Source: an optimization exercise on an open RTL-to-GDS flow (aim: small area, a short achievable clock period and few clock cycles). Production flows keep margins and buffers that such runs may drop. Function was checked by simulation only, so behaviour that the tests miss may differ from the original. Power and IR drop assume default switching activity.

## old
==> flow/design.v (excerpt) <==
module one_shot_periodic_timer_bank_top #(
  parameter int SLOT_COUNT = 16,
  parameter int TIME_BITS  = 16
) (
  input  wire logic                           clk,
  input  wire logic                           rst_n,
  input  wire logic                           in_valid,
  output logic                                in_ready,
  input  wire logic [tmrbank_pkg::OP_W-1:0]   in_operation,
  input  wire logic [tmrbank_pkg::SLOT_W-1:0] in_slot,
  input  wire logic [tmrbank_pkg::INT_W-1:0]  in_interval_ms,
  output logic                                out_valid,
  input  wire logic                           out_ready,
  output logic [tmrbank_pkg::EV_W-1:0]        out_event_res,
  output logic [tmrbank_pkg::SLOT_W-1:0]      out_slot_id,
  output logic [tmrbank_pkg::STS_W-1:0]       out_status,
  output logic                                out_was_periodic,
  ...
Settings: LEC_CHECK=0, CAP_MARGIN=20, CORE_MARGIN=2, CORE_UTILIZATION=60, CTS_CLUSTER_DIAMETER=100, CTS_CLUSTER_SIZE=25, SLEW_MARGIN=20; clock period 10.0 ns.
standard.sh (not shown) runs the stock make flow with config.mk's settings and CLKGATE_MAP_FILE= SYNTH_SCRIPT=/design/flow/synth_recipe.tcl, a recipe that flattens the netlist after the stock synthesis.
==> flow/flow/run.sh <==
#!/bin/bash
# The standard layout (standard.sh: ORFS synthesis through finish, unchanged),
# with the timing repair after CTS and after global routing told to aim for
# SETUP_SLACK_MARGIN ns of setup slack, so it works toward a shorter period
# than the 10 ns clock. make's whole output goes to flow_make.log here; ORFS
# also keeps each step's log under orfs/logs.
set -euo pipefail
bash standard.sh SETUP_SLACK_MARGIN=6.5 finish > flow_make.log 2>&1
Both conditions hold for old: the flow ran to the end and the final layout passed the timing, design-rule and antenna checks.
Testbench counts of old, summed over its fixed seeds: cycles 39,461.
--- input diff old..new ---
--- a/flow/design.v
+++ b/flow/design.v
@@ -51,23 +51,22 @@
   output logic [tmrbank_pkg::EV_W-1:0]        out_event_res,
   output logic [tmrbank_pkg::SLOT_W-1:0]      out_slot_id,
   output logic [tmrbank_pkg::STS_W-1:0]       out_status,
   output logic                                out_was_periodic,
   output logic                                out_last
 );
   localparam int N  = 16;
   localparam int TW = 16;
   logic [N-1:0]  a_r, b_r;
   logic [TW-1:0] dl_r [N];    
   logic [TW-1:0] em_r [N];    
-  logic [N-1:0]  ez_r;        
   logic [TW-1:0] c_r;         
   logic [N-1:0]  mt_r;        
   logic [N-1:0]  fr_r;        
   logic          fu_r;        
   logic [N-1:0]  pm_r;        
   logic [N-1:0]  rl_r;        
   logic [N-1:0]  rb_r;        
   logic [TW-1:0] rb_e_r;      
   logic          rdy_r;
   logic          xv_r;
   logic [2:0]    xop_r;
@@ -110,23 +109,23 @@
   assign is_cancel_all = exec && (xop_r == OP_CANCEL_ALL);
   logic [TW-1:0] em_sel;
   always_comb begin
     em_sel = '0;
     for (int i = 0; i < N; i++) em_sel = em_sel | (em_r[i] & {TW{rl_r[i]}});
   end
   logic         rb_z;
   logic [N-1:0] hit;
   assign rb_z = (rb_e_r == '0);
   always_comb begin
     for (int i = 0; i < N; i++) begin
-      if (rl_r[i])      hit[i] = a_r[i] && ez_r[i];
+      if (rl_r[i])      hit[i] = a_r[i] && (em_r[i] == TW'(1));
       else if (rb_r[i]) hit[i] = a_r[i] && rb_z;
       else              hit[i] = a_r[i] && mt_r[i];
     end
   end
   logic [N-1:0] h_low, p_low;
   logic [N-1:0] h_rest, p_rest;
   assign h_low  = low_bit(hit);
   assign h_rest = hit & ~h_low;
   assign p_low  = low_bit(pm_r);
   assign p_rest = pm_r & ~p_low;
   logic [N-1:0]  act, free_low;
@@ -245,22 +244,19 @@
     mt_r   <= mt_n;
     if (o_free) ob_r <= nb;
     if (!o_free && x_beat) sb_r <= x_b;
     if (rdy_r) begin
       xop_r   <= in_operation;
       xslot_r <= in_slot;
       xbig_r  <= |in_interval_ms[INT_W-1:TW];
       xeff_r  <= {in_interval_ms[TW-1:1], in_interval_ms[0] || (in_interval_ms[TW-1:0] == '0)};
     end
     for (int i = 0; i < N; i++) begin
       if (rb_r[i]) dl_r[i] <= ks_add(c_r, rb_e_r);
-      if (is_start && !full && free_low[i]) begin
-        em_r[i] <= xeff_r;
-        ez_r[i] <= (xeff_r == TW'(1));
-      end
+      if (is_start && !full && free_low[i]) em_r[i] <= xeff_r;
     end
   end
   assign in_ready         = rdy_r;
   assign out_valid        = ov_r;
   assign {out_event_res, out_slot_id, out_status, out_was_periodic, out_last} = ob_r;
 endmodule
 `default_nettype wire
Delta (new minus old): power share of the clock group essentially unchanged, global routing met1 resource utilization increased 1.2 points.
old → new: hold slack increased 0.0097 ns, number of cells on the worst reg-to-reg path decreased 1, total global routing track utilization increased 0.94 points, worst setup slack after layout decreased 0.075 ns.
Testbench counts of new, summed over its fixed seeds: cycles 39,461.

The RTL this note starts from:
==> flow/design.v <==
`default_nettype none
package tmrbank_pkg;
  localparam int OP_W   = 3;
  localparam int SLOT_W = 4;
  localparam int INT_W  = 31;
  localparam int EV_W   = 2;
  localparam int STS_W  = 2;
  localparam logic [OP_W-1:0] OP_TICK       = 3'd0;
  localparam logic [OP_W-1:0] OP_START_ONE  = 3'd1;
  localparam logic [OP_W-1:0] OP_START_PER  = 3'd2;
  localparam logic [OP_W-1:0] OP_RESTART    = 3'd3;
  localparam logic [OP_W-1:0] OP_CANCEL     = 3'd4;
  localparam logic [OP_W-1:0] OP_CANCEL_ALL = 3'd5;
  localparam logic [EV_W-1:0] EV_EXPIRED = 2'd0;
  localparam logic [EV_W-1:0] EV_CREATED = 2'd1;
  localparam logic [EV_W-1:0] EV_ACK     = 2'd2;
  localparam logic [STS_W-1:0] STS_OK       = 2'd0;
  localparam logic [STS_W-1:0] STS_FULL     = 2'd1;
  localparam logic [STS_W-1:0] STS_INACTIVE = 2'd2;
  localparam int MAX_RES = 16;
  localparam int CNT_W   = 5;
  localparam int QDEPTH = 2;
  localparam int QCNT_W = 2;
  typedef struct packed {
    logic [OP_W-1:0]   op;
    logic [SLOT_W-1:0] slot;
    logic              slot_ok;
    logic [INT_W-1:0]  interval;
  } cmd_t;
endpackage
`default_nettype wire
`default_nettype none
`default_nettype wire
`default_nettype none
`default_nettype wire
`default_nettype none
import tmrbank_pkg::*;
module one_shot_periodic_timer_bank_top #(
  parameter int SLOT_COUNT = 16,
  parameter int TIME_BITS  = 16
) (
  input  wire logic                           clk,
  input  wire logic                           rst_n,
  input  wire logic                           in_valid,
  output logic                                in_ready,
  input  wire logic [tmrbank_pkg::OP_W-1:0]   in_operation,
  input  wire logic [tmrbank_pkg::SLOT_W-1:0] in_slot,
  input  wire logic [tmrbank_pkg::INT_W-1:0]  in_interval_ms,
  output logic                                out_valid,
  input  wire logic                           out_ready,
  output logic [tmrbank_pkg::EV_W-1:0]        out_event_res,
  output logic [tmrbank_pkg::SLOT_W-1:0]      out_slot_id,
  output logic [tmrbank_pkg::STS_W-1:0]       out_status,
  output logic                                out_was_periodic,
  output logic                                out_last
);
  localparam int N  = 16;
  localparam int TW = 16;
  logic [N-1:0]  a_r, b_r;
  logic [TW-1:0] dl_r [N];    
  logic [TW-1:0] em_r [N];    
  logic [N-1:0]  ez_r;        
  logic [TW-1:0] c_r;         
  logic [N-1:0]  mt_r;        
  logic [N-1:0]  fr_r;        
  logic          fu_r;        
  logic [N-1:0]  pm_r;        
  logic [N-1:0]  rl_r;        
  logic [N-1:0]  rb_r;        
  logic [TW-1:0] rb_e_r;      
  logic          rb_z_r;      
  logic          rdy_r;
  logic          tk_r;        
  logic          xv_r;
  logic [2:0]    xop_r;
  logic [3:0]    xslot_r;
  logic          xbig_r;       
  logic [TW-1:0] xeff_r;       
  logic          ov_r, sv_r;
  logic [9:0]    ob_r, sb_r;   
  function automatic logic [N-1:0] low_bit(input logic [N-1:0] m);
    logic [N-1:0] p;
    p = m;
    for (int s = 1; s < N; s = s * 2) p = p | (p << s);
    low_bit = m & ~(p << 1);
  endfunction
  function automatic logic [TW-1:0] ks_add(input logic [TW-1:0] a, input logic [TW-1:0] b);
    logic [TW-1:0] g, p, t;
    t = a ^ b;
    g = a & b;
    p = t;
    for (int s = 1; s < TW; s = s * 2) begin
      g = g | (p & (g << s));
      p = p & (p << s);
    end
    ks_add = t ^ (g << 1);
  endfunction
  function automatic logic [3:0] enc(input logic [N-1:0] oh);
    logic [3:0] r;
    r = '0;
    for (int i = 0; i < N; i++) if (oh[i]) r = r | 4'(i);
    enc = r;
  endfunction
  logic exec, o_free;
  assign exec   = xv_r && rdy_r;
  assign o_free = !ov_r || out_ready;
  logic is_tick, is_start, is_restart, is_cancel, is_cancel_all;
  assign is_tick       = tk_r;
  assign is_start      = exec && ((xop_r == OP_START_ONE) || (xop_r == OP_START_PER));
  assign is_restart    = exec && (xop_r == OP_RESTART);
  assign is_cancel     = exec && (xop_r == OP_CANCEL);
  assign is_cancel_all = exec && (xop_r == OP_CANCEL_ALL);
  logic [TW-1:0] em_sel;
  always_comb begin
    em_sel = '0;
    for (int i = 0; i < N; i++) em_sel = em_sel | (em_r[i] & {TW{rl_r[i]}});
  end
  logic         rb_z;
  logic [N-1:0] hit;
  assign rb_z = rb_z_r;
  always_comb begin
    for (int i = 0; i < N; i++) begin
      if (rl_r[i])      hit[i] = a_r[i] && ez_r[i];
      else if (rb_r[i]) hit[i] = a_r[i] && rb_z;
      else              hit[i] = a_r[i] && mt_r[i];
    end
  end
  logic [N-1:0] h_low, p_low;
  logic [N-1:0] h_rest, p_rest;
  assign h_low  = low_bit(hit);
  assign h_rest = hit & ~h_low;
  assign p_low  = low_bit(pm_r);
  assign p_rest = pm_r & ~p_low;
  logic [N-1:0]  act, free_low;
  logic          full;
  assign act      = a_r | b_r;
  assign free_low = fr_r;
  assign full     = fu_r;
  logic [N-1:0] sl_oh;
  logic         sl_act;
  assign sl_oh  = N'(1) << xslot_r;
  assign sl_act = |(act & sl_oh);
  logic [N-1:0] a_clr, b_clr;
  assign a_clr = ((hit & ~b_r) & {N{is_tick}}) | (sl_oh & {N{is_cancel}}) | {N{is_cancel_all}};
  assign b_clr = (sl_oh & {N{is_cancel}}) | {N{is_cancel_all}} | (free_low & {N{is_start}});
  logic [N-1:0] a_n, b_n;
  assign a_n = (a_r & ~a_clr) | (free_low & {N{is_start && !full && !xbig_r}});
  assign b_n = (b_r & ~b_clr) | (free_low & {N{is_start && !full && (xbig_r || (xop_r == OP_START_PER))}});
  logic [TW-1:0] c_n;
  logic [N-1:0]  mt_n;
  assign c_n = is_tick ? c_r + TW'(1) : c_r;
  always_comb begin
    for (int i = 0; i < N; i++)
      mt_n[i] = rb_r[i] ? (rb_e_r == TW'(is_tick)) : (dl_r[i] == c_n);
  end
  logic       x_beat;
  logic [9:0] x_b;
  always_comb begin
    x_beat = 1'b0;
    x_b    = {EV_EXPIRED, enc(h_low), STS_OK, |(h_low & b_r), (h_rest == '0)};
    unique case (xop_r)
      OP_TICK: begin
        x_beat = |hit;
      end
      OP_START_ONE, OP_START_PER: begin
        x_beat = 1'b1;
        x_b    = {EV_CREATED, full ? 4'd0 : enc(free_low), full ? STS_FULL : STS_OK, 1'b0, 1'b1};
      end
      OP_RESTART, OP_CANCEL: begin
        x_beat = 1'b1;
        x_b    = {EV_ACK, xslot_r, sl_act ? STS_OK : STS_INACTIVE, 1'b0, 1'b1};
      end
      OP_CANCEL_ALL: begin
        x_beat = 1'b1;
        x_b    = {EV_ACK, 4'd0, STS_OK, 1'b0, 1'b1};
      end
      default: ;
    endcase
    x_beat = x_beat && exec;
  end
  logic p_any, p_go;
  assign p_any = (pm_r != '0);
  assign p_go  = p_any && o_free && !sv_r;
  logic [9:0] nb;
  logic       nbv;
  always_comb begin
    if (sv_r) begin
      nb  = sb_r;
      nbv = 1'b1;
    end else if (p_any) begin
      nb  = {EV_EXPIRED, enc(p_low), STS_OK, |(p_low & b_r), (p_rest == '0)};
      nbv = 1'b1;
    end else begin
      nb  = x_b;
      nbv = x_beat;
    end
  end
  logic [N-1:0] pm_n;
  logic         pm_z_n, sv_n, xv_n, rdy_n;
  logic [2:0]   xop_n;
  always_comb begin
    pm_n   = pm_r;
    pm_z_n = !p_any;
    if (is_tick) begin
      pm_n   = h_rest;
      pm_z_n = (h_rest == '0);
    end else if (p_go) begin
      pm_n   = p_rest;
      pm_z_n = (p_rest == '0);
    end
    sv_n = !o_free && (sv_r || x_beat);
    xv_n  = rdy_r ? in_valid : xv_r;
    xop_n = rdy_r ? in_operation : xop_r;
    rdy_n = !xv_n || (pm_z_n && !sv_n);
  end
  always_ff @(posedge clk) begin
    if (!rst_n) begin
      a_r    <= '0;
      b_r    <= '0;
      fr_r   <= N'(1);
      fu_r   <= 1'b0;
      c_r    <= TW'(1);
      pm_r   <= '0;
      rl_r   <= '0;
      rb_r   <= '0;
      rdy_r  <= 1'b1;
      tk_r   <= 1'b0;
      xv_r   <= 1'b0;
      ov_r   <= 1'b0;
      sv_r   <= 1'b0;
    end else begin
      if (o_free) ov_r <= nbv;
      sv_r   <= sv_n;
      pm_r   <= pm_n;
      xv_r   <= xv_n;
      rdy_r  <= rdy_n;
      tk_r   <= xv_n && rdy_n && (xop_n == OP_TICK);
      rb_r   <= rl_r;
      rl_r   <= ((p_low & b_r) & {N{p_go}}) |
                ((h_low & b_r) & {N{is_tick}}) |
                (free_low & {N{is_start && !full}}) |
                (sl_oh & {N{is_restart && sl_act}});
      c_r    <= c_n;
      a_r    <= a_n;
      b_r    <= b_n;
      fr_r   <= low_bit(~(a_n | b_n));
      fu_r   <= &(a_n | b_n);
    end
  end
  always_ff @(posedge clk) begin
    rb_e_r <= em_sel - (is_tick ? TW'(2) : TW'(1));
    rb_z_r <= (em_sel == (is_tick ? TW'(2) : TW'(1)));
    mt_r   <= mt_n;
    if (o_free) ob_r <= nb;
    if (!o_free && x_beat) sb_r <= x_b;
    if (rdy_r) begin
      xop_r   <= in_operation;
      xslot_r <= in_slot;
      xbig_r  <= |in_interval_ms[INT_W-1:TW];
      xeff_r  <= {in_interval_ms[TW-1:1], in_interval_ms[0] || (in_interval_ms[TW-1:0] == '0)};
    end
    for (int i = 0; i < N; i++) begin
      if (rb_r[i]) dl_r[i] <= ks_add(c_r, rb_e_r);
      if (is_start && !full && free_low[i]) begin
        em_r[i] <= xeff_r;
        ez_r[i] <= (xeff_r == TW'(1));
      end
    end
  end
  assign in_ready         = rdy_r;
  assign out_valid        = ov_r;
  assign {out_event_res, out_slot_id, out_status, out_was_periodic, out_last} = ob_r;
endmodule
`default_nettype wire
clock: 10.0 ns
lec_check: 0
cap_margin: 20
core_margin: 2
core_utilization: 60
cts_cluster_diameter: 100
cts_cluster_size: 25
slew_margin: 20
==> flow/flow/run.sh <==
#!/bin/bash
# The standard layout (standard.sh: ORFS synthesis through finish, unchanged),
# with the timing repair after CTS and after global routing told to aim for
# SETUP_SLACK_MARGIN ns of setup slack, so it works toward a shorter period
# than the 10 ns clock. make's whole output goes to flow_make.log here; ORFS
# also keeps each step's log under orfs/logs.
set -euo pipefail
bash standard.sh SETUP_SLACK_MARGIN=7 finish > flow_make.log 2>&1
The first run finished with timing, DRC and antenna clean.
Testbench counts at the start, summed over its fixed seeds: cycles 39,461.
Edit:
--- a/flow/design.v
+++ b/flow/design.v
@@ -69,5 +69,4 @@
   logic [N-1:0]  rb_r;        
   logic [TW-1:0] rb_e_r;      
-  logic          rb_z_r;      
   logic          rdy_r;
   logic          tk_r;        
@@ -118,5 +117,5 @@
   logic         rb_z;
   logic [N-1:0] hit;
-  assign rb_z = rb_z_r;
+  assign rb_z = (rb_e_r == '0);
   always_comb begin
     for (int i = 0; i < N; i++) begin
@@ -250,5 +249,4 @@
   always_ff @(posedge clk) begin
     rb_e_r <= em_sel - (is_tick ? TW'(2) : TW'(1));
-    rb_z_r <= (em_sel == (is_tick ? TW'(2) : TW'(1)));
     mt_r   <= mt_n;
     if (o_free) ob_r <= nb;
Core utilization goes up by 3.7 points.
Synthesized area goes down by 1.1%.
Power goes up by 2.3%.
Fmax goes down by 6.1%.
First-iteration DRC count goes up by 14%.
Register-to-register slack loses 0.43 ns.
Critical path depth goes up by 12.
Worst hold slack gains 0.035 ns.
Synthesized cell count goes down by 1.0%.
Final cell count goes up by 2.3%.
Testbench counts after the change, summed over its fixed seeds: cycles 39,461.

## re-timing with driven ports
How much do the figures lean on ideal ports? The routed layouts below were timed once more, with nothing changed but the port constraints.
Step 1 sets driving cells, clkbuf_16 on the clock port and buf_2 on the other inputs (assumed; they add their load-dependent delay and slew).
Step 2 times the ports against the registers' clock, not the clock port: input delays grow and output delays shrink by t, the midpoint of the rising clock arrivals with the driver on.
Three values: ideal, step 1, step 2; two values: the first two.
| run | t, ns | slack for setup (ns) | worst setup path at the end | latest minus earliest clock arrival (ns) | cell pins on the clock port's net |
|---|---|---|---|---|---|
| old | 0.661 | 6.498 / 6.472 / 5.990 | input to register | 0.032 / 0.032 | 1 |
| new | 0.646 | 6.423 / 6.423 / 5.994 | input to register | 0.045 / 0.044 | 1 |
| the first run of note 2 | 0.637 | 6.851 / 6.788 / 6.453 | input to register | 0.026 / 0.027 | 1 |
| the second run of note 2 | 0.655 | 6.644 / 6.644 / 6.281 | input to register | 0.021 / 0.021 | 1 |
After both steps setup and hold are still met in every run listed. For old, which loses most, drivers alone change the setup slack by -0.026 ns; drivers and shift together by -0.508 ns.
